Background: an optimization exercise with open tools, aiming at small area. Do not read the settings as production practice. At most, simulation tests tie the RTL to the original design; equivalence was not proved. The RTL of runs 3 and 4 was laid out without a check of its function. In runs 1 to 4 the design's own scripts or RTL, not TritonCTS, make the clock network. No driver is modelled on the clock port, so clock power and skew are understated where the tree is cut down; a real chip needs a root buffer or a tree. Power is estimated from default activity; no workload was simulated.

==> flow/design.v <==
package cube_pkg;
    localparam int COLOR_W   = 8;                    
    localparam int DIM_W     = 8;                    
    localparam int PRODUCT_W = COLOR_W + DIM_W;      
    localparam int BIT_IDX_W = $clog2(COLOR_W);      
    typedef logic [COLOR_W-1:0]   color_t;           
    typedef logic [DIM_W-1:0]     dim_t;             
    typedef logic [PRODUCT_W-1:0] product_t;         
    typedef logic [BIT_IDX_W-1:0] bit_idx_t;         
    typedef enum logic [2:0] {
        ST_IDLE,                                     
        ST_LOAD,                                     
        ST_MULT,                                     
        ST_SEND,                                     
        ST_FINISHED                                  
    } seq_state_t;
endpackage
module fa_cell (
    input  logic a,
    input  logic b,
    input  logic c,
    output logic s,
    output logic co
);
    assign s  = a ^ b ^ c;
    assign co = (a & b) | (a & c) | (b & c);
endmodule
module ha_cell (
    input  logic a,
    input  logic b,
    output logic s,
    output logic co
);
    assign s  = a ^ b;
    assign co = a & b;
endmodule
module ha_n_cell (
    input  logic a,
    input  logic b,
    output logic s,
    output logic co
);
    assign s  = ~(a ^ b);
    assign co = a | b;
endmodule
`timescale 1ns/1ns
module cube_raster
#(
    parameter int NUM_LANES       = 10,
    parameter int WORDS_PER_FRAME = 3,
    parameter int BIT_PERIOD      = 20,
    parameter int ONE_HIGH        = 13,
    parameter int ZERO_HIGH       = 6
) (
    input  logic                   clk,
    input  logic                   reset,
    input  logic                   enable_i,
    input  logic                   ack_i,
    input  logic                   pix_valid_i,
    output logic                   pix_ready_o,
    input  cube_pkg::color_t [NUM_LANES-1:0] pix_color_i,    
    input  cube_pkg::dim_t pix_dim_i,
    output logic                   finished_o,
    output logic [NUM_LANES-1:0]   sout_o
);
    logic st_mult, st_send;
    logic idle, active, xfer;
    logic q_last, q_end, w_zero, word_done;
    logic [4:0] q;                                   
    logic [2:0] w;                                   
    logic [1:0] word_cnt;
    logic       last_word;
    logic [7:0] dim_q;
    logic [7:0] ring_q [NUM_LANES];                  
    logic       ring_flip;
    logic [7:0] ring_col;                            
    logic       ring_hold;                           
    logic       ready_next;
    logic [NUM_LANES-1:0] bit_q;                     
    logic [7:0]  prod_top;                          
    logic       prod_bit;
    logic       prod_bit_q;                          
    assign idle      = ~(pix_ready_o | st_mult | st_send | finished_o);
    assign active    = st_mult | st_send;
    assign xfer      = pix_ready_o & pix_valid_i;
    assign q_last    = (q == 5'd19);
    assign q_end     = (q == 5'd2);
    assign w_zero    = (w == 3'd0);
    assign word_done = st_send & q_end & w_zero;
    assign last_word = (word_cnt == 2'(WORDS_PER_FRAME - 1));
    assign ready_next = (idle & enable_i) | (pix_ready_o & ~pix_valid_i) | (word_done & ~last_word);
    always_ff @(posedge clk) begin
        if (reset) begin
            pix_ready_o <= 1'b0;
            st_mult     <= 1'b0;
            st_send     <= 1'b0;
            finished_o  <= 1'b0;
            word_cnt    <= '0;
        end else begin
            pix_ready_o <= ready_next;
            st_mult     <= xfer | (st_mult & ~q_end);
            st_send     <= (st_mult & q_end) | (st_send & ~word_done);
            finished_o  <= (word_done & last_word) | (finished_o & ~ack_i);
            if (word_done) begin
                word_cnt <= last_word ? '0 : word_cnt + 1'b1;
            end
        end
    end
    always_ff @(posedge clk) begin
        if (reset) begin
            ring_hold <= 1'b1;
        end else begin
            ring_hold <= ~ready_next;
        end
    end
    always_ff @(posedge clk) begin
        if (!active) begin
            q <= 5'd15;
            w <= 3'd7;
        end else begin
            q <= q_last ? 5'd0 : q + 1'b1;
            if (q_last) begin
                w <= w + 1'b1;
            end
        end
    end
    always_ff @(posedge clk) begin
        if (pix_ready_o) begin
            dim_q <= pix_dim_i;
        end
    end
    assign ring_flip = (st_mult & ~q[0]) | (st_send & w_zero & (q == 5'd4));
    for (genvar p = 0; p < NUM_LANES; p++) begin : g_ring
        if (p == 0) begin : g_first
            always_ff @(posedge clk) begin
                ring_q[p] <= ~((pix_color_i[(14 - p) % 10] | {8{ring_hold}}) &
                               ((ring_q[(p + 1) % NUM_LANES] ^ {8{ring_flip}}) | {8{pix_ready_o}}));
            end
        end else begin : g_rest
            always_ff @(posedge clk) begin
                ring_q[p] <= ~((pix_color_i[(14 - p) % 10] | {8{ring_hold}}) &
                               (ring_q[(p + 1) % NUM_LANES] | {8{pix_ready_o}}));
            end
        end
    end
    assign ring_col = ring_q[0];
    always_ff @(posedge clk) begin
        prod_bit_q <= prod_bit;
        if (q >= 5'd1 && q <= 5'd10) begin
            bit_q <= {bit_q[NUM_LANES-2:0], prod_bit_q};
        end
    end
    for (genvar i = 0; i < NUM_LANES; i++) begin : g_lane
        assign sout_o[i] = st_send & (q >= 5'd5) & ((q <= 5'd10) | ((q <= 5'd17) & bit_q[i]));
    end
    logic pp_0_0, pp_0_1, pp_0_2, pp_0_3, pp_0_4, pp_0_5, pp_0_6, pp_0_7, pp_1_0, pp_1_1, pp_1_2, pp_1_3, pp_1_4, pp_1_5, pp_1_6, pp_1_7, pp_2_0, pp_2_1, pp_2_2, pp_2_3, pp_2_4, pp_2_5, pp_2_6, pp_2_7, pp_3_0, pp_3_1, pp_3_2, pp_3_3, pp_3_4, pp_3_5, pp_3_6, pp_3_7, pp_4_0, pp_4_1, pp_4_2, pp_4_3, pp_4_4, pp_4_5, pp_4_6, pp_4_7, pp_5_0, pp_5_1, pp_5_2, pp_5_3, pp_5_4, pp_5_5, pp_5_6, pp_5_7, pp_6_0, pp_6_1, pp_6_2, pp_6_3, pp_6_4, pp_6_5, pp_6_6, pp_6_7, pp_7_0, pp_7_1, pp_7_2, pp_7_3, pp_7_4, pp_7_5, pp_7_6, pp_7_7, s1, c2, s3, c4, s5, c6, s7, c8, s9, c10, s11, c12, s13, c14, s15, c16, s17, c18, s19, c20, s21, c22, s23, c24, s25, c26, s27, c28, s29, c30, s31, c32, s33, c34, s35, c36, s37, c38, s39, c40, s41, c42, s43, c44, s45, c46, s47, c48, s49, c50, s51, c52, s53, c54, s55, c56, s57, c58, s59, c60, s61, c62, s63, c64, s65, c66, s67, c68, s69, c70, s71, c72, s73, c74, s75, c76, s77, c78, s79, c80, s81, c82, s83, c84;
    logic [15:0] row_a, row_b, prod_full;
    assign pp_0_0 = ring_col[0] & dim_q[0];
    assign pp_0_1 = ring_col[0] & dim_q[1];
    assign pp_0_2 = ring_col[0] & dim_q[2];
    assign pp_0_3 = ring_col[0] & dim_q[3];
    assign pp_0_4 = ring_col[0] & dim_q[4];
    assign pp_0_5 = ring_col[0] & dim_q[5];
    assign pp_0_6 = ring_col[0] & dim_q[6];
    assign pp_0_7 = ring_col[0] & dim_q[7];
    assign pp_1_0 = ring_col[1] & dim_q[0];
    assign pp_1_1 = ring_col[1] & dim_q[1];
    assign pp_1_2 = ring_col[1] & dim_q[2];
    assign pp_1_3 = ring_col[1] & dim_q[3];
    assign pp_1_4 = ring_col[1] & dim_q[4];
    assign pp_1_5 = ring_col[1] & dim_q[5];
    assign pp_1_6 = ring_col[1] & dim_q[6];
    assign pp_1_7 = ring_col[1] & dim_q[7];
    assign pp_2_0 = ring_col[2] & dim_q[0];
    assign pp_2_1 = ring_col[2] & dim_q[1];
    assign pp_2_2 = ring_col[2] & dim_q[2];
    assign pp_2_3 = ring_col[2] & dim_q[3];
    assign pp_2_4 = ring_col[2] & dim_q[4];
    assign pp_2_5 = ring_col[2] & dim_q[5];
    assign pp_2_6 = ring_col[2] & dim_q[6];
    assign pp_2_7 = ring_col[2] & dim_q[7];
    assign pp_3_0 = ring_col[3] & dim_q[0];
    assign pp_3_1 = ring_col[3] & dim_q[1];
    assign pp_3_2 = ring_col[3] & dim_q[2];
    assign pp_3_3 = ring_col[3] & dim_q[3];
    assign pp_3_4 = ring_col[3] & dim_q[4];
    assign pp_3_5 = ring_col[3] & dim_q[5];
    assign pp_3_6 = ring_col[3] & dim_q[6];
    assign pp_3_7 = ring_col[3] & dim_q[7];
    assign pp_4_0 = ring_col[4] & dim_q[0];
    assign pp_4_1 = ring_col[4] & dim_q[1];
    assign pp_4_2 = ring_col[4] & dim_q[2];
    assign pp_4_3 = ring_col[4] & dim_q[3];
    assign pp_4_4 = ring_col[4] & dim_q[4];
    assign pp_4_5 = ring_col[4] & dim_q[5];
    assign pp_4_6 = ring_col[4] & dim_q[6];
    assign pp_4_7 = ring_col[4] & dim_q[7];
    assign pp_5_0 = ring_col[5] & dim_q[0];
    assign pp_5_1 = ring_col[5] & dim_q[1];
    assign pp_5_2 = ring_col[5] & dim_q[2];
    assign pp_5_3 = ring_col[5] & dim_q[3];
    assign pp_5_4 = ring_col[5] & dim_q[4];
    assign pp_5_5 = ring_col[5] & dim_q[5];
    assign pp_5_6 = ring_col[5] & dim_q[6];
    assign pp_5_7 = ring_col[5] & dim_q[7];
    assign pp_6_0 = ring_col[6] & dim_q[0];
    assign pp_6_1 = ring_col[6] & dim_q[1];
    assign pp_6_2 = ring_col[6] & dim_q[2];
    assign pp_6_3 = ring_col[6] & dim_q[3];
    assign pp_6_4 = ring_col[6] & dim_q[4];
    assign pp_6_5 = ring_col[6] & dim_q[5];
    assign pp_6_6 = ring_col[6] & dim_q[6];
    assign pp_6_7 = ring_col[6] & dim_q[7];
    assign pp_7_0 = ring_col[7] & dim_q[0];
    assign pp_7_1 = ring_col[7] & dim_q[1];
    assign pp_7_2 = ring_col[7] & dim_q[2];
    assign pp_7_3 = ring_col[7] & dim_q[3];
    assign pp_7_4 = ring_col[7] & dim_q[4];
    assign pp_7_5 = ring_col[7] & dim_q[5];
    assign pp_7_6 = ring_col[7] & dim_q[6];
    assign pp_7_7 = ring_col[7] & dim_q[7];
    ha_cell u_ha2 (.a(pp_0_6), .b(pp_1_5), .s(s1), .co(c2));
    fa_cell u_fa4 (.a(pp_0_7), .b(pp_1_6), .c(pp_2_5), .s(s3), .co(c4));
    ha_cell u_ha6 (.a(pp_3_4), .b(pp_4_3), .s(s5), .co(c6));
    fa_cell u_fa8 (.a(pp_1_7), .b(pp_2_6), .c(pp_3_5), .s(s7), .co(c8));
    ha_cell u_ha10 (.a(pp_4_4), .b(pp_5_3), .s(s9), .co(c10));
    fa_cell u_fa12 (.a(pp_2_7), .b(pp_3_6), .c(pp_4_5), .s(s11), .co(c12));
    ha_cell u_ha14 (.a(pp_0_4), .b(pp_1_3), .s(s13), .co(c14));
    fa_cell u_fa16 (.a(pp_0_5), .b(pp_1_4), .c(pp_2_3), .s(s15), .co(c16));
    ha_cell u_ha18 (.a(pp_3_2), .b(pp_4_1), .s(s17), .co(c18));
    fa_cell u_fa20 (.a(pp_2_4), .b(pp_3_3), .c(pp_4_2), .s(s19), .co(c20));
    fa_cell u_fa22 (.a(pp_5_1), .b(pp_6_0), .c(s1), .s(s21), .co(c22));
    fa_cell u_fa24 (.a(pp_5_2), .b(pp_6_1), .c(pp_7_0), .s(s23), .co(c24));
    fa_cell u_fa26 (.a(c2), .b(s3), .c(s5), .s(s25), .co(c26));
    fa_cell u_fa28 (.a(pp_6_2), .b(pp_7_1), .c(c4), .s(s27), .co(c28));
    fa_cell u_fa30 (.a(c6), .b(s7), .c(s9), .s(s29), .co(c30));
    fa_cell u_fa32 (.a(pp_5_4), .b(pp_6_3), .c(pp_7_2), .s(s31), .co(c32));
    fa_cell u_fa34 (.a(c8), .b(c10), .c(s11), .s(s33), .co(c34));
    fa_cell u_fa36 (.a(pp_3_7), .b(pp_4_6), .c(pp_5_5), .s(s35), .co(c36));
    fa_cell u_fa38 (.a(pp_6_4), .b(pp_7_3), .c(c12), .s(s37), .co(c38));
    fa_cell u_fa40 (.a(pp_4_7), .b(pp_5_6), .c(pp_6_5), .s(s39), .co(c40));
    ha_cell u_ha42 (.a(pp_0_3), .b(pp_1_2), .s(s41), .co(c42));
    fa_cell u_fa44 (.a(pp_2_2), .b(pp_3_1), .c(pp_4_0), .s(s43), .co(c44));
    fa_cell u_fa46 (.a(pp_5_0), .b(c14), .c(s15), .s(s45), .co(c46));
    fa_cell u_fa48 (.a(c16), .b(c18), .c(s19), .s(s47), .co(c48));
    fa_cell u_fa50 (.a(c20), .b(c22), .c(s23), .s(s49), .co(c50));
    fa_cell u_fa52 (.a(c24), .b(c26), .c(s27), .s(s51), .co(c52));
    fa_cell u_fa54 (.a(c28), .b(c30), .c(s31), .s(s53), .co(c54));
    fa_cell u_fa56 (.a(c32), .b(c34), .c(s35), .s(s55), .co(c56));
    fa_cell u_fa58 (.a(pp_7_4), .b(c36), .c(c38), .s(s57), .co(c58));
    fa_cell u_fa60 (.a(pp_5_7), .b(pp_6_6), .c(pp_7_5), .s(s59), .co(c60));
    ha_cell u_ha62 (.a(pp_0_2), .b(pp_1_1), .s(s61), .co(c62));
    fa_cell u_fa64 (.a(pp_2_1), .b(pp_3_0), .c(s41), .s(s63), .co(c64));
    fa_cell u_fa66 (.a(s13), .b(c42), .c(s43), .s(s65), .co(c66));
    fa_cell u_fa68 (.a(s17), .b(c44), .c(s45), .s(s67), .co(c68));
    fa_cell u_fa70 (.a(s21), .b(c46), .c(s47), .s(s69), .co(c70));
    fa_cell u_fa72 (.a(s25), .b(c48), .c(s49), .s(s71), .co(c72));
    fa_cell u_fa74 (.a(s29), .b(c50), .c(s51), .s(s73), .co(c74));
    fa_cell u_fa76 (.a(s33), .b(c52), .c(s53), .s(s75), .co(c76));
    fa_cell u_fa78 (.a(s37), .b(c54), .c(s55), .s(s77), .co(c78));
    fa_cell u_fa80 (.a(s39), .b(c56), .c(s57), .s(s79), .co(c80));
    fa_cell u_fa82 (.a(c40), .b(c58), .c(s59), .s(s81), .co(c82));
    fa_cell u_fa84 (.a(pp_6_7), .b(pp_7_6), .c(c60), .s(s83), .co(c84));
    assign row_a = {1'b0, pp_7_7, c82, c80, c78, c76, c74, c72, c70, c68, c66, c64, c62, pp_2_0, pp_0_1, pp_0_0};
    assign row_b = {1'b0, c84, s83, s81, s79, s77, s75, s73, s71, s69, s67, s65, s63, s61, pp_1_0, 1'b0};
    logic [8:0] cy;
    logic [7:0] hi_sum;
    assign cy[0] = 1'b0;
    assign cy[1] = (row_a[0] & row_b[0]) | (row_a[0] & cy[0]) | (row_b[0] & cy[0]);
    assign cy[2] = (row_a[1] & row_b[1]) | (row_a[1] & cy[1]) | (row_b[1] & cy[1]);
    assign cy[3] = (row_a[2] & row_b[2]) | (row_a[2] & cy[2]) | (row_b[2] & cy[2]);
    assign cy[4] = (row_a[3] & row_b[3]) | (row_a[3] & cy[3]) | (row_b[3] & cy[3]);
    assign cy[5] = (row_a[4] & row_b[4]) | (row_a[4] & cy[4]) | (row_b[4] & cy[4]);
    assign cy[6] = (row_a[5] & row_b[5]) | (row_a[5] & cy[5]) | (row_b[5] & cy[5]);
    assign cy[7] = (row_a[6] & row_b[6]) | (row_a[6] & cy[6]) | (row_b[6] & cy[6]);
    assign cy[8] = (row_a[7] & row_b[7]) | (row_a[7] & cy[7]) | (row_b[7] & cy[7]);
    assign prod_full[7:0] = '0;
    assign hi_sum = row_a[15:8] + row_b[15:8] + {7'b0, cy[8]};
    assign prod_full[15:8] = hi_sum;
    assign prod_top = prod_full[15:8];
    assign prod_bit = prod_top[3'd7 - w];
endmodule
==> flow/flow/run.sh <==
#!/bin/bash
# Layout flow: the standard flow (standard.sh) with two changes:
#  - port buffers are the smallest buffer, sky130_fd_sc_hd__buf_1
#  - the clock tree is built by flow/manual_cts.tcl (ORFS's PRE_CTS_TCL hook):
#    four buf_12, each driving a quarter of the flip-flops, fed straight
#    from the clock port; ORFS's own clock tree synthesis is skipped
# The make output goes to standard.log here; ORFS keeps each step's log too.
set -euo pipefail
export BUFFER_PORTS_ARGS="-buffer_cell sky130_fd_sc_hd__buf_1"
export PRE_CTS_TCL="$PWD/flow/manual_cts.tcl"
export MCTS_LEAVES=4
export MCTS_ROOTS=0
export MCTS_LEAF_BUF=sky130_fd_sc_hd__buf_12
bash standard.sh > standard.log 2>&1
==> flow/flow/manual_cts.tcl <==
proc mcts_env {name default} {
  if {[info exists ::env($name)] && $::env($name) ne ""} { return $::env($name) }
  return $default
}
set nleaf [mcts_env MCTS_LEAVES 4]
set nroot [mcts_env MCTS_ROOTS 0]
set leafbuf [mcts_env MCTS_LEAF_BUF sky130_fd_sc_hd__clkbuf_16]
set rootbuf [mcts_env MCTS_ROOT_BUF sky130_fd_sc_hd__clkbuf_16]
set block [ord::get_db_block]
set db [ord::get_db]
set clknet [$block findNet clk]

# Split items {obj x y} into n groups of nearly equal size: recursively halve
# along the longer side of the group's bounding box.
proc mcts_split {items n} {
  if {$n <= 1} { return [list $items] }
  set xs {}; set ys {}
  foreach s $items { lappend xs [lindex $s 1]; lappend ys [lindex $s 2] }
  set xs [lsort -integer $xs]; set ys [lsort -integer $ys]
  set key [expr {([lindex $xs end] - [lindex $xs 0]) >= ([lindex $ys end] - [lindex $ys 0]) ? 1 : 2}]
  set s [lsort -integer -index $key $items]
  set n1 [expr {$n / 2}]
  set cut [expr {([llength $s] * $n1) / $n}]
  return [concat [mcts_split [lrange $s 0 [expr {$cut - 1}]] $n1] \
                 [mcts_split [lrange $s $cut end] [expr {$n - $n1}]]]
}

# Drive the pins of group g (items {iterm x y}) from a new buffer; returns the
# buffer's input item {iterm x y} at the group's centroid.
proc mcts_drive {block master name g} {
  set inst [odb::dbInst_create $block $master $name]
  set net [odb::dbNet_create $block "${name}_clk"]
  $net setSigType CLOCK
  set sx 0; set sy 0
  foreach s $g {
    set it [lindex $s 0]
    $it disconnect
    $it connect $net
    set sx [expr {$sx + [lindex $s 1]}]
    set sy [expr {$sy + [lindex $s 2]}]
  }
  set n [llength $g]
  set cx [expr {$sx / $n}]; set cy [expr {$sy / $n}]
  [$inst findITerm X] connect $net
  $inst setLocation $cx $cy
  $inst setPlacementStatus PLACED
  puts "manual_cts: $name ([$master getName]) drives $n pins"
  return [list [$inst findITerm A] $cx $cy]
}

set sinks {}
foreach it [$clknet getITerms] {
  set loc [[$it getInst] getLocation]
  lappend sinks [list $it [lindex $loc 0] [lindex $loc 1]]
}
puts "manual_cts: [llength $sinks] clock pins, $nleaf leaf buffers, $nroot root buffers"
set leaves {}
set k 0
foreach g [mcts_split $sinks $nleaf] {
  lappend leaves [mcts_drive $block [$db findMaster $leafbuf] "mcts_leaf_$k" $g]
  incr k
}
set top $leaves
if {$nroot > 0} {
  set top {}
  set k 0
  foreach g [mcts_split $leaves $nroot] {
    lappend top [mcts_drive $block [$db findMaster $rootbuf] "mcts_root_$k" $g]
    incr k
  }
}
if {[llength $top] > 4} { error "manual_cts: clock port would drive [llength $top] pins" }
foreach s $top { [lindex $s 0] connect $clknet }

# The tree is built: make ORFS's clock_tree_synthesis call a no-op.
rename clock_tree_synthesis mcts_orfs_clock_tree_synthesis
proc clock_tree_synthesis {args} { puts "manual_cts: clock_tree_synthesis $args skipped" }
==> flow/standard.sh <==
#!/bin/bash
# synth_recipe.tcl (not shown) runs the flow's synth.tcl, then flattens the netlist and writes it again
# the make line also repeats each setting of config.mk as NAME=value (left out here)
make -C /OpenROAD-flow-scripts/flow DESIGN_CONFIG=/design/flow/config.mk WORK_HOME=/design/flow/orfs CLKGATE_MAP_FILE= SYNTH_SCRIPT=/design/flow/synth_recipe.tcl "${@:-finish}"
==> flow/config.mk <==
export PLATFORM = sky130hd
export DESIGN_NAME = cube_raster
export DESIGN_NICKNAME = cube_raster
export VERILOG_FILES = /design/flow/design.v
export SDC_FILE = /design/flow/constraint.sdc
export NUM_CORES = 4
export LEC_CHECK = 0
export CAP_MARGIN = 20
export CORE_MARGIN = 2
export CORE_UTILIZATION = 40
export SLEW_MARGIN = 20
export SYNTH_HIERARCHICAL = 1
==> flow/constraint.sdc <==
create_clock -name core_clock -period 5.0 [get_ports {clk}]
set_input_delay 1.0000 -clock core_clock [delete_from_list [all_inputs] [get_ports {clk}]]
set_output_delay 1.0000 -clock core_clock [all_outputs]
set_load 0.01 [all_outputs]
==> results of run 1 <==
==> flip-flops by register name, indices dropped and copies added (netlist names) <==
register	cells
bit_q	10
dim_q	8
finished_o	1
pix_ready_o	1
prod_bit_q	1
q	5
ring_hold	1
ring_q	80
st_mult	1
st_send	1
w	3
word_cnt	2
==> area by class of cell <==
cell class / instances / area [sq um] / share of cell area [%]
well taps: 172 / 215 / 3.69
repair buffers: 108 / 420 / 7.20
multi-input cells: 326 / 2620 / 44.9
plain buffers: 4 / 80.1 / 1.37
flip-flops and latches: 114 / 2460 / 42.2
inverters: 10 / 37.5 / 0.643
==> through the flow <==
step / hold slack, ns / utilization [%]
2_1_floorplan: 0.386 / -
3_3_place_gp: 0.405 / 45.4
3_5_place_dp: 0.397 / 45.4
4_1_cts: 0.405 / 46.1
5_1_grt: 0.430 / 46.1
6_report: 0.417 / 46.1
==> synth_stat cells (all sizes together) (10+ instances only) <==
library cell  number
a21oi             23
and2              60
clkbuf            23
dfxtp             96
edfxtp            18
fa                37
ha                19
inv               10
nand2             19
nor2              15
o21ai             15
o22ai             80
xor2              10
==> report_power, final <==
part	internal (mW)	switching [mW]	total, mW	leakage [nW]
Sequential	1.11	0.0959	1.21	0.971
Combinational	0.599	0.610	1.21	1.28
Clock	0.131	0.219	0.350	0.0376
==> routing by layer <==
metal	vias up	routed length (um)
met3	16	602
met2	84	5000
li1	1863	-
met1	1704	5200
met5	-	0
met4	0	299
==> worst reg2reg max path: cells and delay by family (launching register included) <==
family          cells  cell delay [ns]
simple gates        4             0.52
xor+xnor            1             0.13
flops               1             0.51
compound gates      5             0.92
fa+ha+maj           6             2.50
==> Yosys stat by module (local to each module, per instance) <==
module	times used	flops+latches
cube_raster	1	114
fa_cell	35	0
ha_cell	7	0
==> worst paths after layout <==
path | slack, ns | to | cells past startpoint
worst max-delay path | 0.40 | prod_bit_q | 16
worst max register to register | 0.40 | prod_bit_q | 16
worst min-delay path | 0.42 | ring_q[4][7] | 1
worst min register to register | 0.42 | ring_q[4][7] | 1
==> cells by family (layout without fill, tap and decap cells) <==
logic type               count (synthesis)  in the layout
AO/OA/AOI/OAI                          133            133
adder cells (fa/ha/maj)                 58             58
AND/OR/NAND/NOR                        118            118
multiplexers                             1              1
buffers and inverters                   35            122
flip-flops                             114            114
XOR/XNOR                                16             16
==> flow_summary.toml, run 1 <==
[critical_path]
cp_common_cell = "fa_1"
arrival_ns = 4.70
slowest_stage = "fa_1"
cp.required_ns = 5.10
r2r_start = "dim_q[6]"
end_kind = "register"
critPathMaxStageDelay_ns = 0.53
worstPathMaxFanout = 8
crit_family = "adder cells"
critPathKind = "reg -> reg"
worstSetupStartpoint = "dim_q[6]"
path_cells = "and2_1, ha_1, fa_1, fa_1, fa_1, nand2_1, o21ai_0, o221a_1, fa_1, fa_1, a211oi_1, nor2_1, xnor2_1, a31oi_1, o311ai_0, nand3_1"
path_buf_inv = 0
start_kind = "register"

[die]
core_sq_mm = 0.0127
die_w_um = 118
ios = 105
row_count = 41
dieArea_sq_mm = 0.0140
start_util_pct = 41.2
dieHeight_um = 118

[global_route]
grt.met1_usage_pct = 21.4
met3_usage_pct = 2.56
grt_pass1_vias = 3736
overflow = 0
antenna_found_initial = 0
grt_max_degree = 81
grt_pass1_wl_mm = 18.4
grt_usage_pct = 15.5
busiest_layer = "met2"
met2_usage_pct = 25.7

[drt]
drt_iter0_markers = 155
vias = 3667
wirelength_mm = 11.1
first_pass_iters = 4
drt-wirelength-per-cell_um = 15.1
via_per_inst = 5.00
drc_errors = 0
ant_nets = 0

[synthesis]
synth-seq-cells = 114
muxShareOfSynthArea_pct = 0.192
yosysTopAreaCell = "dfxtp_1"
netlist.area_leader.share_pct = 36.9
syn_inst = 475
synth_top_family_by_area = "adder cells"
synth.yosys.seq_area_share_pct = 47.2
netlist_top_cells_area = "dfxtp_1, fa_1, edfxtp_1"
ys_async_sr_fraction_pct = 0
synth_compound_area_share_pct = 15.6
ys_types = 41
synth-warning-count = 8
synthAdderAreaFrac_pct = 19.2
synthFlopType = "dfxtp_1"
synth_edf_count = 18
synth-xor-area-share_pct = 2.69
synthSimpleGateAreaFrac_pct = 12.5
syn_avg_cell_area_sq_um = 11.0
syn_area_sq_mm = 0.00522
syn-num-nets = 624

[timing]
finalCriticalPeriod_ns = 4.60
setup_ws_ns = 0.399
tightest_slew_ns = 0.938
rsz0062_at_grt = "false"
slew_viol_final = 0
maxSlewHeadroom_pct = 37.4
setup_viol = 0
hold_viol_final = 0
fin_crit_sh_pct = 92.0
skew_ns = 0.0126
tns_ns = 0
fmax_mhz = 217

[placed_design]
portBuffers = 104
post_dp_cell_area_sq_mm = 0.00576
pre_cts_ws_ns = 0.423
place_hpwl_mm = 8.41
gp_congestion = 0.821
dp_cells = 730

[power]
power_density_mw_per_mm2 = 474
total_power_mw = 2.77
peakVddDrop_mv = 0.399
leakagePower_nw = 2.29

[final_layout]
final_common_cell = "buf_1"
n_fill_cell = 1199
drive_gt1_share_pct = 3.91
nNetsFinal = 713
final_area_sq_mm = 0.00584
finalNonFillerCells = 734
synthToLayoutAreaGrowth_pct = 11.9
layout_common_cells = "buf_1, dfxtp_1, o22ai_1"
n_antenna_cell = 0

[min_path]
hold_start = "ring_q[5][7]"
hold_class = "reg -> reg"

[run]
drv_cap = 0

[clock_tree]
clk_pin_slew_worst_paths_ns = 0.11
clock_latency_ns = 0.14
cts-resized-gates = 0
postCtsHoldBufs = 0
cts_setup_buffers = 0

[run_status]
status = "no timing/DRC/antenna violations"
==> run 2: changes to the inputs <==
--- a/flow/flow/run.sh
+++ b/flow/flow/run.sh
@@ -4,11 +4,14 @@
 #  - the clock tree is built by flow/manual_cts.tcl (ORFS's PRE_CTS_TCL hook):
 #    four buf_12, each driving a quarter of the flip-flops, fed straight
 #    from the clock port; ORFS's own clock tree synthesis is skipped
+#  - after global routing, cells off the critical paths are downsized
+#    (ORFS's power recovery, RECOVER_POWER)
 # The make output goes to standard.log here; ORFS keeps each step's log too.
 set -euo pipefail
 export BUFFER_PORTS_ARGS="-buffer_cell sky130_fd_sc_hd__buf_1"
 export PRE_CTS_TCL="$PWD/flow/manual_cts.tcl"
 export MCTS_LEAVES=4
 export MCTS_ROOTS=0
+export RECOVER_POWER=100
 export MCTS_LEAF_BUF=sky130_fd_sc_hd__buf_12
 bash standard.sh > standard.log 2>&1
==> run 2 against run 1 <==
Net effect:
- the layout now fails its checks (capacitance limit, slew limit)
- register-to-register slack about the same
- global-route usage unchanged
- utilization decreased by 0.079 points
- area after synthesis unchanged
- hold slack unchanged
- clock skew decreased by 0.00066 ns
- combinational power about the same
- largest power group unchanged
- highest routed layer unchanged
==> flow_summary.toml, run 2 <==
[synthesis]
netlist_top_cells_area = "dfxtp_1, fa_1, edfxtp_1"
syn_inst = 475
ys_top_cells_by_count = "dfxtp_1, o22ai_1, and2_1, fa_1"
synth_edf_count = 18
yosysTopAreaCell = "dfxtp_1"
syn_area_sq_mm = 0.00522
ys_async_sr_fraction_pct = 0
synthFlopType = "dfxtp_1"
synth.yosys.seq_area_share_pct = 47.2
ys_types = 41
synth-seq-cells = 114
syn_avg_cell_area_sq_um = 11.0
netlist.area_leader.share_pct = 36.9
syn-num-nets = 624
synth-warning-count = 8
yosysMostFrequentCell = "dfxtp_1"

[final_layout]
drive_gt1_share_pct = 3.38
largest_register_ffs = 80
finalNonFillerCells = 734
n_fill_cell = 1202
largestRegisters = "ring_q x80, bit_q x10, dim_q x8"
synthToLayoutAreaGrowth_pct = 11.7
ff_latch_area_sq_mm = 0.00246
multi_input_area_sq_mm = 0.00261
nNetsFinal = 713
regMostFlops = "ring_q"
final_area_sq_mm = 0.00583
n_antenna_cell = 0
layout_common_cells = "buf_1, dfxtp_1, o22ai_1"
final_common_cell = "buf_1"

[timing]
slew_viol_final = 55
tns_ns = 0
rsz0062_at_grt = "false"
fin_crit_sh_pct = 92.1
maxSlewHeadroom_pct = -50.4
hold_viol_final = 0
finalCriticalPeriod_ns = 4.61
tightest_slew_ns = 2.26
skew_ns = 0.0120
setup_viol = 0
fmax_mhz = 217

[critical_path]
cp.required_ns = 5.10
r2r_end = "prod_bit_q"
critPathKind = "reg -> reg"
worstPathMaxFanout = 8
arrival_ns = 4.70
end_kind = "register"
reg2reg_depth = 16
r2r_start = "dim_q[6]"
r2r_slack_ns = 0.39
start_kind = "register"

[placed_design]
place_hpwl_mm = 8.41
dp_cells = 730
post_dp_cell_area_sq_mm = 0.00576
gp_congestion = 0.821
portBuffers = 104

[drt]
ant_nets = 0
topRoutingLayerUsed = "met4"
met2RoutedLength_mm = 5.01
drt-wirelength-per-cell_um = 15.1
wirelength_mm = 11.1
drc_errors = 0
via_per_inst = 5.01
wl_met3_um = 605
wl_met1_mm = 5.17
first_pass_iters = 4
vias = 3677
drt_iter0_markers = 149

[global_route]
grt_pass1_wl_mm = 18.4
grt_usage_pct = 15.5
overflow = 0
grt_pass1_vias = 3736
grt_max_degree = 81
antenna_found_initial = 0

[clock_tree]
cts_setup_buffers = 0
cts-resized-gates = 0
clk_pin_slew_worst_paths_ns = 0.11
clock_latency_ns = 0.14
postCtsHoldBufs = 0

[die]
dieArea_sq_mm = 0.0140
start_util_pct = 41.2
ios = 105
dieHeight_um = 118
core_sq_mm = 0.0127
die_w_um = 118
row_count = 41

[min_path]
hold_class = "reg -> reg"
hold_start = "ring_q[5][7]"
min_to = "ring_q[4][7]"
hold_depth = 1

[power]
leakagePower_nw = 2.28
power_density_mw_per_mm2 = 475
peakVddDrop_mv = 0.399

[run]
drv_cap = 1

[run_status]
violations = "capacitance limit, slew limit"
status = "finished with violations"
==> run 2: cell counts after synthesis <==
No cell type changed its count.
==> run 2: modules after synthesis, one instance, submodules excluded <==
module,times used,cells
fa_cell,35,1
ha_cell,7,1
cube_raster,1,433
==> run 2: cell families after synthesis <==
group / after synthesis / share of synthesized area, %
multiplexers: 1 / 0.192
buffers and inverters: 35 / 2.57
XOR/XNOR: 16 / 2.69
flip-flops: 114 / 47.2
AND/OR/NAND/NOR: 118 / 12.5
AO/OA/AOI/OAI: 133 / 15.6
adder cells (fa/ha/maj): 58 / 19.2
==> run 2: worst max path at each step <==
stage          startpoint          to  slack [ns]  cells past startpoint
2_1_floorplan    dim_q[6]  prod_bit_q        0.71                     16
3_5_place_dp     dim_q[6]  prod_bit_q        0.42                     16
5_1_grt          dim_q[6]  prod_bit_q        0.10                     16
4_1_cts          dim_q[6]  prod_bit_q        0.41                     16
6_report         dim_q[6]  prod_bit_q        0.39                     16
3_3_place_gp     dim_q[6]  prod_bit_q        0.49                     16
==> run 2: critical path, cell delays in order (launching register included) <==
cell	delay [ns]
edfxtp_1	0.51
and2_0	0.22
ha_1	0.31
fa_1	0.40
fa_1	0.53
fa_1	0.43
nand2_1	0.08
o21ai_0	0.08
o221a_1	0.24
fa_1	0.41
fa_1	0.42
a211oi_1	0.28
nor2_1	0.10
xnor2_1	0.13
a31oi_1	0.17
o311ai_0	0.15
nand3_1	0.11
==> run 2: area by class of cell <==
class                           count  share of cell area (%)
Buffer                              4                    1.37
Inverter                           10                   0.644
Multi-Input combinational cell    326                    44.9
Sequential cell                   114                    42.3
Tap cell                          172                    3.69
Timing Repair Buffer              108                    7.15
==> run 2: layer usage <==
layer	track usage, %	vias to the layer above
met5	0	-
met4	3.39	0
met3	2.56	16
met2	25.7	84
met1	21.4	1713
li1	-	1864
==> run 2: power breakdown <==
part           leakage, nW  internal (mW)  switching (mW)
combinational         1.27          0.600           0.609
sequential           0.971           1.11          0.0956
clock               0.0376          0.131           0.219
==> run 2: metrics by stage <==
step	hold WS (ns)	power (mW)	util, %	setup slack (ns)
global route	0.430	3.02	46.0	0.102
global placement	0.405	2.41	45.4	0.494
floorplan	0.386	2.17	-	0.713
finish	0.417	2.77	46.0	0.394
detailed placement	0.397	2.45	45.4	0.423
CTS	0.405	2.73	46.1	0.407
==> run 3: changes to the inputs <==
--- a/flow/design.v
+++ b/flow/design.v
@@ -79,7 +79,6 @@
     logic [NUM_LANES-1:0] bit_q;                     
     logic [7:0]  prod_top;                          
     logic       prod_bit;
-    logic       prod_bit_q;                          
     assign idle      = ~(pix_ready_o | st_mult | st_send | finished_o);
     assign active    = st_mult | st_send;
     assign xfer      = pix_ready_o & pix_valid_i;
@@ -145,9 +144,8 @@
     end
     assign ring_col = ring_q[0];
     always_ff @(posedge clk) begin
-        prod_bit_q <= prod_bit;
-        if (q >= 5'd1 && q <= 5'd10) begin
-            bit_q <= {bit_q[NUM_LANES-2:0], prod_bit_q};
+        if (q <= 5'd9) begin
+            bit_q <= {bit_q[NUM_LANES-2:0], prod_bit};
         end
     end
     for (genvar i = 0; i < NUM_LANES; i++) begin : g_lane
==> flow/flow/run.sh (replaced) <==
#!/bin/bash
# Layout flow: the standard flow (standard.sh) with two changes:
#  - port buffers are the smallest buffer, sky130_fd_sc_hd__buf_1
#  - the clock tree is built by flow/manual_cts.tcl (ORFS's PRE_CTS_TCL hook):
#    four buf_12, each driving a quarter of the flip-flops, fed straight
#    from the clock port; ORFS's own clock tree synthesis is skipped
# The make output goes to standard.log here; ORFS keeps each step's log too.
set -euo pipefail
export BUFFER_PORTS_ARGS="-buffer_cell sky130_fd_sc_hd__buf_1"
export PRE_CTS_TCL="$PWD/flow/manual_cts.tcl"
export MCTS_LEAVES=4
export MCTS_ROOTS=0
export MCTS_LEAF_BUF=sky130_fd_sc_hd__buf_12
bash standard.sh > standard.log 2>&1
==> run 3 against run 2 <==
Net effect:
- now clean on timing, DRC and antenna
- global-route usage grew 0.58 points
- sequential power is essentially flat
- sequential cell count shrank 1
- sequential share of layout area shrank 1.3 points
- synthesized cell count grew 0.84%
- critical path depth shrank 1
- maximum frequency shrank 3.7%
- wire length grew 5.4%
- hold slack lost 0.014 ns
- worst setup slack lost 0.18 ns
- clock skew grew 0.0056 ns
==> flow_summary.toml, run 3 <==
[timing]
tns_ns = 0
skew_ns = 0.0176
setup_ws_ns = 0.215
finalCriticalPeriod_ns = 4.79
tightest_slew_ns = 0.936
setup_viol = 0
fmax_mhz = 209
rsz0062_at_grt = "false"
slew_viol_final = 0
fin_crit_sh_pct = 95.7
maxSlewHeadroom_pct = 37.6
hold_viol_final = 0

[global_route]
grt_max_degree = 92
overflow = 0
antenna_found_initial = 1
grt_usage_pct = 16.1
grt_pass1_wl_mm = 19.1
grt_pass1_vias = 3896

[final_layout]
largestRegisters = "ring_q x80, bit_q x10, dim_q x8"
largest_register_ffs = 80
final_common_cell = "buf_1"
regMostFlops = "ring_q"
drive_gt1_share_pct = 6.27
layout_common_cells = "buf_1, dfxtp_1, o22ai_1"
final_area_sq_mm = 0.00598
ff_latch_area_sq_mm = 0.00245
multi_input_area_sq_mm = 0.00273
synthToLayoutAreaGrowth_pct = 12.3
postLayoutCoreUtil_pct = 45.5
n_fill_cell = 1307
nNetsFinal = 725
n_antenna_cell = 0

[drt]
wirelength_mm = 11.7
vias = 3888
drt_iter0_markers = 227
first_pass_iters = 4
ant_nets = 0
drc_errors = 0
via_per_inst = 5.18
drt-wirelength-per-cell_um = 15.6

[placed_design]
place_hpwl_mm = 8.74
post_dp_cell_area_sq_mm = 0.00584
portBuffers = 104
gp_congestion = 0.809
pre_cts_ws_ns = 0.0778

[synthesis]
ys_async_sr_fraction_pct = 0
synth-warning-count = 8
syn_inst = 479
synth_edf_count = 18
yosysTopAreaCell = "dfxtp_1"
ys_types = 48
muxShareOfSynthArea_pct = 0.753
synthFlopType = "dfxtp_1"
netlist_top_cells_area = "dfxtp_1, fa_1, edfxtp_1"
synth.yosys.seq_area_share_pct = 45.9
syn_avg_cell_area_sq_um = 11.1
syn_area_sq_mm = 0.00532
syn-num-nets = 628
synth-seq-cells = 113
synthAdderAreaFrac_pct = 19.2
netlist.area_leader.share_pct = 35.7
synth_top_family_by_area = "adder cells"
synth-xor-area-share_pct = 1.98
yosysMostFrequentCell = "dfxtp_1"
synth_compound_area_share_pct = 15.9
synthSimpleGateAreaFrac_pct = 13.0
ys_top_cells_by_count = "dfxtp_1, o22ai_1, and2_1, fa_1, nand2_1"

[critical_path]
path_cells = "and2_4, fa_1, fa_1, fa_1, and2_4, maj3_2, maj3_2, a21o_1, fa_2, fa_2, a21o_1, a211oi_2, o2111ai_1, o21ai_1, a21oi_1"
critPathKind = "reg -> reg"
arrival_ns = 4.70
cp_common_cell = "fa_1"
slowest_stage = "fa_1"
worstSetupStartpoint = "dim_q[3]"
crit_family = "adder cells"
critPathMaxStageDelay_ns = 0.53
start_kind = "register"
cp.required_ns = 4.91
end_kind = "register"
path_buf_inv = 0
r2r_start = "dim_q[3]"
worstPathMaxFanout = 4

[power]
total_power_mw = 2.95
leakagePower_nw = 2.35
peakVddDrop_mv = 0.276
power_density_mw_per_mm2 = 494

[run_status]
status = "no timing/DRC/antenna violations"

[clock_tree]
postCtsHoldBufs = 0
clk_pin_slew_worst_paths_ns = 0.12
clock_latency_ns = 0.15

[run]
drv_cap = 0

[die]
dieHeight_um = 119
row_count = 42
core_sq_mm = 0.0131
dieArea_sq_mm = 0.0142
ios = 105
die_w_um = 119
start_util_pct = 40.5

[min_path]
hold_start = "ring_q[4][6]"
hold_class = "reg -> reg"
[run 3: cell types whose count changed after synthesis, sizes merged, moves of 3 or more]
cell,delta
clkbuf,-4
nor3,-3
o21ai,-3
mux2i,+3
xnor2,+5
nand2,+3
nand3,-3
xor2,-9
nand2b,+5
[run 3: final timing paths]
kind / endpoint / slack, ns / cells past startpoint
worst max-delay path: bit_q[0] / 0.21 / 15
worst min-delay path: ring_q[3][6] / 0.40 / 1
worst max register to register: bit_q[0] / 0.21 / 15
worst min register to register: ring_q[3][6] / 0.40 / 1
[run 3: per-module statistics from Yosys (local to each module, per instance)]
module | cells inside | area, sq um
cube_raster | 437 | 4530
fa_cell | 1 | 20.0
ha_cell | 1 | 12.5
[run 3: metrics by stage]
stage / hold WS, ns / instances
global route: 0.433 / 750
CTS: 0.404 / 746
floorplan: 0.399 / 479
detailed placement: 0.404 / 742
finish: 0.403 / 750
global placement: 0.403 / 742
[run 3: timing repair]
action / CTS / global route
endpoints found under the setup margin: 0 / 1
setup buffers: 0 / 4
gates resized for setup: 0 / 13
[run 3: layout make-up]
type / instances / share of cell area [%]
sequential: 113 / 41.0
multi-input combinational: 334 / 45.7
inverter: 9 / 0.565
buffer: 4 / 1.34
tap: 176 / 3.69
timing repair buffer: 114 / 7.79
[run 3: cells by family (layout without fill, tap and decap cells)]
kind of cell,count (synthesis),after routing
flops,113,113
xor+xnor,12,12
mux,4,4
buf+inv,32,127
fa+ha+maj,60,60
compound gates,135,135
simple gates,123,123
[run 3: power breakdown]
group	leakage (nW)	internal (mW)	switching (mW)
clock	0.0376	0.131	0.235
combinational	1.35	0.691	0.689
sequential	0.963	1.11	0.0935
[run 3: metal layers]
metal	vias to the layer above	wire, um	GRT usage, %
met5	-	0	0
met4	0	120	1.32
met3	11	881	3.59
met2	88	5420	26.5
met1	1887	5260	22.8
li1	1902	-	-
[run 3: worst register-to-register path, delay by kind of cell, from the launching register on]
family          cells  cell delay, ns
fa+ha+maj           7            2.88
compound gates      6            0.87
flops               1            0.45
simple gates        2            0.35
==> run 4: changes to the inputs <==
--- a/flow/design.v
+++ b/flow/design.v
@@ -79,6 +79,7 @@
     logic [NUM_LANES-1:0] bit_q;                     
     logic [7:0]  prod_top;                          
     logic       prod_bit;
+    logic       prod_bit_q;                          
     assign idle      = ~(pix_ready_o | st_mult | st_send | finished_o);
     assign active    = st_mult | st_send;
     assign xfer      = pix_ready_o & pix_valid_i;
@@ -128,12 +129,12 @@
             dim_q <= pix_dim_i;
         end
     end
-    assign ring_flip = (st_mult & ~q[0]) | (st_send & w_zero & (q == 5'd4));
+    assign ring_flip = pix_ready_o | (st_mult & ~q[0]);
     for (genvar p = 0; p < NUM_LANES; p++) begin : g_ring
         if (p == 0) begin : g_first
             always_ff @(posedge clk) begin
                 ring_q[p] <= ~((pix_color_i[(14 - p) % 10] | {8{ring_hold}}) &
-                               ((ring_q[(p + 1) % NUM_LANES] ^ {8{ring_flip}}) | {8{pix_ready_o}}));
+                               (ring_q[(p + 1) % NUM_LANES] | {8{pix_ready_o}})) ^ {8{ring_flip}};
             end
         end else begin : g_rest
             always_ff @(posedge clk) begin
@@ -144,8 +145,9 @@
     end
     assign ring_col = ring_q[0];
     always_ff @(posedge clk) begin
-        if (q <= 5'd9) begin
-            bit_q <= {bit_q[NUM_LANES-2:0], prod_bit};
+        prod_bit_q <= prod_bit;
+        if (q >= 5'd1 && q <= 5'd10) begin
+            bit_q <= {bit_q[NUM_LANES-2:0], prod_bit_q};
         end
     end
     for (genvar i = 0; i < NUM_LANES; i++) begin : g_lane
@@ -261,8 +263,7 @@
     fa_cell u_fa84 (.a(pp_6_7), .b(pp_7_6), .c(c60), .s(s83), .co(c84));
     assign row_a = {1'b0, pp_7_7, c82, c80, c78, c76, c74, c72, c70, c68, c66, c64, c62, pp_2_0, pp_0_1, pp_0_0};
     assign row_b = {1'b0, c84, s83, s81, s79, s77, s75, s73, s71, s69, s67, s65, s63, s61, pp_1_0, 1'b0};
-    logic [8:0] cy;
-    logic [7:0] hi_sum;
+    logic [16:0] cy;
     assign cy[0] = 1'b0;
     assign cy[1] = (row_a[0] & row_b[0]) | (row_a[0] & cy[0]) | (row_b[0] & cy[0]);
     assign cy[2] = (row_a[1] & row_b[1]) | (row_a[1] & cy[1]) | (row_b[1] & cy[1]);
@@ -273,8 +274,9 @@
     assign cy[7] = (row_a[6] & row_b[6]) | (row_a[6] & cy[6]) | (row_b[6] & cy[6]);
     assign cy[8] = (row_a[7] & row_b[7]) | (row_a[7] & cy[7]) | (row_b[7] & cy[7]);
     assign prod_full[7:0] = '0;
-    assign hi_sum = row_a[15:8] + row_b[15:8] + {7'b0, cy[8]};
-    assign prod_full[15:8] = hi_sum;
+    fa_cell u_fin8 (.a(row_a[8]), .b(row_b[8]), .c(cy[8]), .s(prod_full[8]), .co(cy[9]));
+    fa_cell u_fin9 (.a(row_a[9]), .b(row_b[9]), .c(cy[9]), .s(prod_full[9]), .co(cy[10]));
+    assign prod_full[15:10] = row_a[15:10] + row_b[15:10] + {5'b0, cy[10]};
     assign prod_top = prod_full[15:8];
     assign prod_bit = prod_top[3'd7 - w];
 endmodule
==> flow/flow/run.sh (replaced) <==
#!/bin/bash
# Layout flow: the standard flow (standard.sh) with two changes:
#  - port buffers are the smallest buffer, sky130_fd_sc_hd__buf_1
#  - the clock tree is built by flow/manual_cts.tcl (ORFS's PRE_CTS_TCL hook):
#    four clkbuf_16, each driving a quarter of the flip-flops, fed straight
#    from the clock port; ORFS's own clock tree synthesis is skipped
# The make output goes to standard.log here; ORFS keeps each step's log too.
set -euo pipefail
export BUFFER_PORTS_ARGS="-buffer_cell sky130_fd_sc_hd__buf_1"
export PRE_CTS_TCL="$PWD/flow/manual_cts.tcl"
export MCTS_LEAVES=4
export MCTS_ROOTS=0
export MCTS_LEAF_BUF=sky130_fd_sc_hd__clkbuf_16
bash standard.sh > standard.log 2>&1
==> run 4 against run 3 <==
Net effect:
- via count rose by 0.98%
- the layout now fails its checks (setup timing)
- design area is 1.2% higher
- die area is 1.0% lower
- power rose by 1.2%
==> flow_summary.toml, run 4 <==
[timing]
fmax_mhz = 192
setup_ws_ns = -0.206
rsz0062_at_grt = "true"
finalCriticalPeriod_ns = 5.21
tightest_slew_ns = 0.950
slew_viol_final = 0
setup_viol = 1
hold_viol_final = 0
maxSlewHeadroom_pct = 36.7
fin_crit_sh_pct = 104
skew_ns = 0.0243

[power]
total_power_mw = 2.99
power_density_mw_per_mm2 = 494
leakagePower_nw = 2.40
peakVddDrop_mv = 0.290

[run_status]
status = "finished with violations"
violations = "setup timing"

[critical_path]
worstPathMaxFanout = 3
critPathMaxStageDelay_ns = 0.55
path_cells = "and2_4, fa_1, fa_1, fa_1, nor2_1, buf_4, nor4b_1, a221oi_1, nor2_2, fa_2, fa_2, inv_2, fa_2, inv_2, fa_1, mux4_2, a21oi_2, o31ai_1, a21o_1"
slowest_stage = "fa_1"
arrival_ns = 5.29
cp.required_ns = 5.08
end_kind = "register"
cp_common_cell = "fa_1"
critPathKind = "reg -> reg"
start_kind = "register"

[drt]
drt_iter0_markers = 247
first_pass_iters = 4
wirelength_mm = 12.2
ant_nets = 0
vias = 3926
drc_errors = 0
drt-wirelength-per-cell_um = 15.8
via_per_inst = 5.11

[synthesis]
synth-seq-cells = 114
synth_edf_count = 18
netlist_top_cells_area = "dfxtp_1, fa_1, edfxtp_1"
yosysMostFrequentCell = "dfxtp_1"
netlist.area_leader.share_pct = 36.5
syn-num-nets = 642
yosysTopAreaCell = "dfxtp_1"
syn_inst = 494
synth.yosys.seq_area_share_pct = 46.8
synthFlopType = "dfxtp_1"
ys_async_sr_fraction_pct = 0
ys_top_cells_by_count = "dfxtp_1, o22ai_1, and2_1, fa_1, nand2_1"
ys_types = 44
synth-warning-count = 8
syn_area_sq_mm = 0.00526
syn_avg_cell_area_sq_um = 10.7

[global_route]
grt_pass1_vias = 4040
antenna_found_initial = 0
grt_pass1_wl_mm = 20.2
overflow = 0
grt_max_degree = 89
grt_usage_pct = 17.3

[run]
drv_cap = 0

[die]
dieHeight_um = 119
ios = 105
die_w_um = 119
row_count = 41
dieArea_sq_mm = 0.0141
start_util_pct = 41.4
core_sq_mm = 0.0127

[final_layout]
final_common_cell = "buf_1"
regMostFlops = "ring_q"
largest_register_ffs = 80
n_fill_cell = 1281
postLayoutCoreUtil_pct = 47.5
largestRegisters = "ring_q x80, bit_q x10, dim_q x8"
nNetsFinal = 745
synthToLayoutAreaGrowth_pct = 14.9
layout_common_cells = "buf_1, dfxtp_1, o22ai_1"
drive_gt1_share_pct = 6.89

[placed_design]
portBuffers = 104
place_hpwl_mm = 9.17
gp_congestion = 0.864

[clock_tree]
clk_pin_slew_worst_paths_ns = 0.12
postCtsHoldBufs = 0
clock_latency_ns = 0.18

[min_path]
hold_class = "reg -> reg"
[run 4: cell types whose count changed after synthesis, moves of 4 or more]
cell	before	now
nor2b_1	1	6
clkbuf_1	16	23
nand2b_1	7	1
nor2_1	16	23
a21oi_1	21	28
inv_1	9	13
nand2_1	22	30
a211oi_1	4	0
xnor2_1	11	4
[run 4: final timing paths]
| check | slack, ns | end | cells past startpoint | start |
|---|---|---|---|---|
| hold / removal | 0.40 | ring_q[1][7] | 1 | ring_q[2][7] |
| hold reg to reg | 0.40 | ring_q[1][7] | 1 | ring_q[2][7] |
| setup reg to reg | -0.21 | prod_bit_q | 19 | dim_q[4] |
| setup / recovery | -0.21 | prod_bit_q | 19 | dim_q[4] |
[run 4: repair_timing]
item | in CTS | in global routing
pin swaps | 1 | 10
hold endpoints to repair | 0 | 0
setup endpoints to repair | 1 | 1
gates resized for setup | 2 | 7
buffers inserted | 1 | 0
[run 4: logic make-up after synthesis]
group / share of synthesized area [%]
AO/OA/AOI/OAI: 16.8
AND/OR/NAND/NOR: 13.3
flip-flops: 46.8
adder cells (fa/ha/maj): 18.8
buffers and inverters: 2.85
XOR/XNOR: 0.832
multiplexers: 0.618
[run 4: cell type report]
| type | count | area (sq um) | share of cell area (%) |
|---|---|---|---|
| multi-input combinational | 340 | 2670 | 44.2 |
| antenna | 1 | 2.50 | 0.0414 |
| inverter | 14 | 52.6 | 0.869 |
| timing repair buffer | 123 | 533 | 8.82 |
| sequential | 114 | 2470 | 40.8 |
| buffer | 4 | 100 | 1.66 |
| tap | 172 | 215 | 3.56 |
[run 4: per-layer routing]
layer | GRT usage, % | up-vias | wire length, um
met1 | 24.2 | 1850 | 5630
met3 | 2.99 | 11 | 800
li1 | - | 1949 | -
met5 | 0 | - | 0
met2 | 28.7 | 116 | 5540
met4 | 2.38 | 0 | 190
[run 4: through the flow]
stage	hold WS [ns]	worst slack, ns	instance area [sq um]	setup TNS (ns)	cells
3_5_place_dp	0.405	-0.197	5920	-0.197	762
6_report	0.405	-0.206	6040	-0.206	768
4_1_cts	0.405	-0.194	6030	-0.194	767
3_3_place_gp	0.404	-0.0686	5920	-0.0686	762
2_1_floorplan	0.386	0.00951	5270	0	494
5_1_grt	0.426	-0.421	6040	-0.421	767
[run 4: report_power, final]
group	switching [mW]	leakage [nW]	internal [mW]
Combinational	0.692	1.38	0.718
Sequential	0.0846	0.971	1.11
Clock	0.232	0.0493	0.149
[run 4: worst max-delay path, delay by kind of cell, from the launching register on]
kind            cells  cell delay [ns]
compound gates      4             0.71
buf+inv             3             0.24
flops               1             0.43
fa+ha+maj           7             2.84
mux                 1             0.47
simple gates        4             0.42
[run 4: Yosys stat by module, one instance, submodules excluded]
module | flops+latches | times used
cube_raster | 114 | 1
fa_cell | 0 | 37
ha_cell | 0 | 7
==> run 5: changes to the inputs <==
--- a/flow/design.v
+++ b/flow/design.v
@@ -79,7 +79,6 @@
     logic [NUM_LANES-1:0] bit_q;                     
     logic [7:0]  prod_top;                          
     logic       prod_bit;
-    logic       prod_bit_q;                          
     assign idle      = ~(pix_ready_o | st_mult | st_send | finished_o);
     assign active    = st_mult | st_send;
     assign xfer      = pix_ready_o & pix_valid_i;
@@ -145,9 +144,8 @@
     end
     assign ring_col = ring_q[0];
     always_ff @(posedge clk) begin
-        prod_bit_q <= prod_bit;
-        if (q >= 5'd1 && q <= 5'd10) begin
-            bit_q <= {bit_q[NUM_LANES-2:0], prod_bit_q};
+        if (q <= 5'd9) begin
+            bit_q <= {bit_q[NUM_LANES-2:0], prod_bit};
         end
     end
     for (genvar i = 0; i < NUM_LANES; i++) begin : g_lane
@@ -263,7 +261,8 @@
     fa_cell u_fa84 (.a(pp_6_7), .b(pp_7_6), .c(c60), .s(s83), .co(c84));
     assign row_a = {1'b0, pp_7_7, c82, c80, c78, c76, c74, c72, c70, c68, c66, c64, c62, pp_2_0, pp_0_1, pp_0_0};
     assign row_b = {1'b0, c84, s83, s81, s79, s77, s75, s73, s71, s69, s67, s65, s63, s61, pp_1_0, 1'b0};
-    logic [16:0] cy;
+    logic [8:0] cy;
+    logic [7:0] hi_sum;
     assign cy[0] = 1'b0;
     assign cy[1] = (row_a[0] & row_b[0]) | (row_a[0] & cy[0]) | (row_b[0] & cy[0]);
     assign cy[2] = (row_a[1] & row_b[1]) | (row_a[1] & cy[1]) | (row_b[1] & cy[1]);
@@ -274,9 +273,8 @@
     assign cy[7] = (row_a[6] & row_b[6]) | (row_a[6] & cy[6]) | (row_b[6] & cy[6]);
     assign cy[8] = (row_a[7] & row_b[7]) | (row_a[7] & cy[7]) | (row_b[7] & cy[7]);
     assign prod_full[7:0] = '0;
-    fa_cell u_fin8 (.a(row_a[8]), .b(row_b[8]), .c(cy[8]), .s(prod_full[8]), .co(cy[9]));
-    fa_cell u_fin9 (.a(row_a[9]), .b(row_b[9]), .c(cy[9]), .s(prod_full[9]), .co(cy[10]));
-    assign prod_full[15:10] = row_a[15:10] + row_b[15:10] + {5'b0, cy[10]};
+    assign hi_sum = row_a[15:8] + row_b[15:8] + {7'b0, cy[8]};
+    assign prod_full[15:8] = hi_sum;
     assign prod_top = prod_full[15:8];
     assign prod_bit = prod_top[3'd7 - w];
 endmodule
==> flow/flow/run.sh (replaced) <==
#!/bin/bash
# Layout flow: the standard flow (standard.sh) with two changes:
#  - port buffers are the smallest buffer, sky130_fd_sc_hd__buf_1
#  - clock tree synthesis uses small clock buffers and inserts no dummy loads
# The make output goes to standard.log here; ORFS keeps each step's log too.
set -euo pipefail
export BUFFER_PORTS_ARGS="-buffer_cell sky130_fd_sc_hd__buf_1"
export CTS_ARGS="-sink_clustering_enable -repair_clock_nets -dont_use_dummy_load -buf_list sky130_fd_sc_hd__clkbuf_8"
bash standard.sh > standard.log 2>&1
--- a/flow/config.mk
+++ b/flow/config.mk
@@ -7,6 +7,6 @@
 export LEC_CHECK = 0
 export CAP_MARGIN = 20
 export CORE_MARGIN = 2
-export CORE_UTILIZATION = 40
+export CORE_UTILIZATION = 60
 export SLEW_MARGIN = 20
 export SYNTH_HIERARCHICAL = 1
removed: flow/flow/manual_cts.tcl
==> run 5 against run 4 <==
Net effect:
- now clean on timing, DRC and antenna
- area after synthesis up 1.4%
- maximum frequency up 8.0%
- wire length down 0.96%
==> flow_summary.toml, run 5 <==
[clock_tree]
clk_pin_slew_worst_paths_ns = 0.08
clk_path_buf_depth = 2
h-tree-depth = 4
cts-root-buf = "clkbuf_8"
cts.sink_count = 113
postCtsHoldBufs = 0
clock_latency_ns = 0.42
cts-buffers-inserted = 17
cts_tree = "done"

[synthesis]
netlist.area_leader.share_pct = 35.6
ys_async_sr_fraction_pct = 0
synth_compound_area_share_pct = 17.5
synth-xor-area-share_pct = 0.657
ys_top_cells_by_count = "dfxtp_1, o22ai_1, and2_1, fa_1, o21ai_0"
muxShareOfSynthArea_pct = 0.938
syn_inst = 502
ys_types = 44
synth-seq-cells = 113
syn_area_sq_mm = 0.00534
synthAdderAreaFrac_pct = 18.9
synth_edf_count = 18
synth-warning-count = 8
netlist_top_cells_area = "dfxtp_1, fa_1, edfxtp_1"
syn-num-nets = 650
yosysTopAreaCell = "dfxtp_1"
synthSimpleGateAreaFrac_pct = 13.6
synth.yosys.seq_area_share_pct = 45.8
synth_top_family_by_area = "adder cells"
syn_avg_cell_area_sq_um = 10.6
synthFlopType = "dfxtp_1"
yosysMostFrequentCell = "dfxtp_1"

[die]
start_util_pct = 61.5
dieHeight_um = 98.3
ios = 105
die_w_um = 98.3
dieArea_sq_mm = 0.00966
row_count = 34
core_sq_mm = 0.00868

[global_route]
grt_max_degree = 89
overflow = 0
grt_pass1_wl_mm = 19.8
grt_usage_pct = 26.2
grt_pass1_vias = 4113
antenna_found_initial = 0

[critical_path]
critPathKind = "reg -> reg"
start_kind = "register"
reg2reg_depth = 15
r2r_start = "dim_q[3]"
cp.depth = 15
critPathCapture = "bit_q[0]"
r2r_slack_ns = 0.18
arrival_ns = 4.97
slowest_stage = "fa_1"
critPathMaxStageDelay_ns = 0.51
end_kind = "register"
crit_family = "adder cells"
path_cells = "and2_1, fa_1, fa_1, fa_1, and2_1, maj3_1, maj3_1, a21o_1, fa_2, fa_2, a21o_1, a211oi_2, o2111ai_1, o21ai_0, a21oi_1"
cp_common_cell = "fa_1"
worstPathMaxFanout = 8
r2r_end = "bit_q[0]"
cp.required_ns = 5.15
path_buf_inv = 0
worstSetupStartpoint = "dim_q[3]"

[power]
peakVddDrop_mv = 0.329
total_power_mw = 3.36
leakagePower_nw = 2.46
power_density_mw_per_mm2 = 551

[final_layout]
regMostFlops = "ring_q"
final_common_cell = "buf_1"
multi_input_area_sq_mm = 0.00277
largestRegisters = "ring_q x80, bit_q x10, dim_q x8"
layout_common_cells = "buf_1, dfxtp_1, o22ai_1"
largest_register_ffs = 80
n_fill_cell = 694
synthToLayoutAreaGrowth_pct = 14.5
drive_gt1_share_pct = 8.37
nNetsFinal = 759
n_antenna_cell = 0
final_area_sq_mm = 0.00611
ff_latch_area_sq_mm = 0.00244

[placed_design]
post_dp_cell_area_sq_mm = 0.00584
pre_cts_ws_ns = 0.0523
gp_congestion = 0.830
portBuffers = 104
place_hpwl_mm = 8.46

[drt]
drc_errors = 0
wirelength_mm = 12.0
drt-wirelength-per-cell_um = 16.8
drt_iter0_markers = 192
ant_nets = 0
vias = 4083
via_per_inst = 5.69
first_pass_iters = 4

[timing]
tns_ns = 0
skew_ns = 0.0219
tightest_slew_ns = 0.996
setup_viol = 0
hold_viol_final = 0
fmax_mhz = 208
slew_viol_final = 0
setup_ws_ns = 0.182
fin_crit_sh_pct = 96.4
maxSlewHeadroom_pct = 33.6
finalCriticalPeriod_ns = 4.82

[min_path]
hold_class = "reg -> reg"

[run_status]
status = "no timing/DRC/antenna violations"

[run]
drv_cap = 0
[run 5: changes by cell type after synthesis, moves of 4 or more]
cell	before	now
o21ai_0	15	28
and2_2	0	7
o22ai_1	80	73
and2_1	60	54
a211oi_1	0	4
mux2i_1	1	5
[run 5: worst min-delay path by stage]
stage	start	to	slack (ns)	depth (start not counted)
final	ring_q[8][0]	ring_q[7][0]	0.40	1
after global routing	ring_q[6][5]	ring_q[5][5]	0.42	1
after CTS	ring_q[8][0]	ring_q[7][0]	0.40	1
after detailed placement	ring_q[6][5]	ring_q[5][5]	0.41	1
after global placement	ring_q[3][6]	ring_q[2][6]	0.40	1
after floorplan	ring_q[2][0]	ring_q[1][0]	0.40	1
[run 5: per-stage QoR]
stage | util, % | std cells | hold slack (ns)
after global routing | 70.4 | 717 | 0.422
after global placement | 67.3 | 698 | 0.403
after floorplan | - | 502 | 0.399
final | 70.4 | 717 | 0.404
after CTS | 70.0 | 715 | 0.404
after detailed placement | 67.3 | 698 | 0.405
[run 5: logic make-up (layout without fill, tap and decap cells)]
family | count (synthesis) | in the layout
XOR/XNOR | 4 | 4
multiplexers | 5 | 5
flip-flops | 113 | 113
buffers and inverters | 37 | 144
adder cells (fa/ha/maj) | 59 | 59
AND/OR/NAND/NOR | 132 | 132
AO/OA/AOI/OAI | 152 | 152
[run 5: final cells by class]
type | instances | area share [%]
timing repair buffer | 117 | 7.99
clock buffer | 17 | 3.83
tap | 108 | 2.21
sequential | 113 | 40.0
multi-input combinational | 352 | 45.3
inverter | 10 | 0.615
[run 5: timing repair]
| item | 4_1_cts | 5_1_grt |
|---|---|---|
| gates resized for setup | 0 | 5 |
| buffers inserted | 0 | 2 |
| setup endpoints to repair | 0 | 1 |
[run 5: Yosys stat by module, one instance, submodules excluded]
module / times used / flops+latches / area, sq um / cells
cube_raster: 1 / 113 / 4550 / 460
fa_cell: 35 / 0 / 20.0 / 1
ha_cell: 7 / 0 / 12.5 / 1
[run 5: where the power goes]
group / internal [mW] / switching (mW)
Clock: 0.297 / 0.299
Combinational: 0.771 / 0.791
Sequential: 1.12 / 0.0892
[run 5: metal layers]
metal  routed length (um)  track usage, %  vias to the layer above  part of all wire, %
met5                    0               0                        -                    0
met4                  350            10.0                        0                  2.9
met3                  694            6.80                       26                  5.8
met2                 5950            42.5                      130                   49
met1                 5050            33.9                     1927                   42
li1                     -               -                     2000                    -

-- re-timing with driven ports --
How much do the figures lean on ideal ports? The routed layouts below were timed once more, with nothing changed but the port constraints. Step 1 assumes that a clkbuf_16 drives the clock port and a buf_2 every other input. Step 2 adds t to the input delays and takes it off the output delays; t is the mean of the earliest and latest rising clock arrival at the registers after step 1. Input paths then give back, and output paths get back, about the clock's delay inside the block. a / b / c = no drivers / after step 1 / after step 2; a / b = the first two.
| run | t (ns) | setup slack, ns | hold slack, ns | worst register clock-pin slew, ns |
|---|---|---|---|---|
| run 1 | 0.224 | 0.399 / 0.399 / 0.399 | 0.417 / 0.417 / 0.417 | 0.11 / 0.11 |
| run 2 | 0.223 | 0.394 / 0.394 / 0.394 | 0.417 / 0.417 / 0.417 | 0.11 / 0.11 |
| run 3 | 0.230 | 0.215 / 0.215 / 0.215 | 0.403 / 0.403 / 0.403 | 0.12 / 0.12 |
| run 4 | 0.246 | -0.206 / -0.206 / -0.206 | 0.405 / 0.405 / 0.405 | 0.12 / 0.12 |
| run 5 | 0.440 | 0.182 / 0.182 / 0.182 | 0.404 / 0.404 / 0.404 | 0.08 / 0.08 |
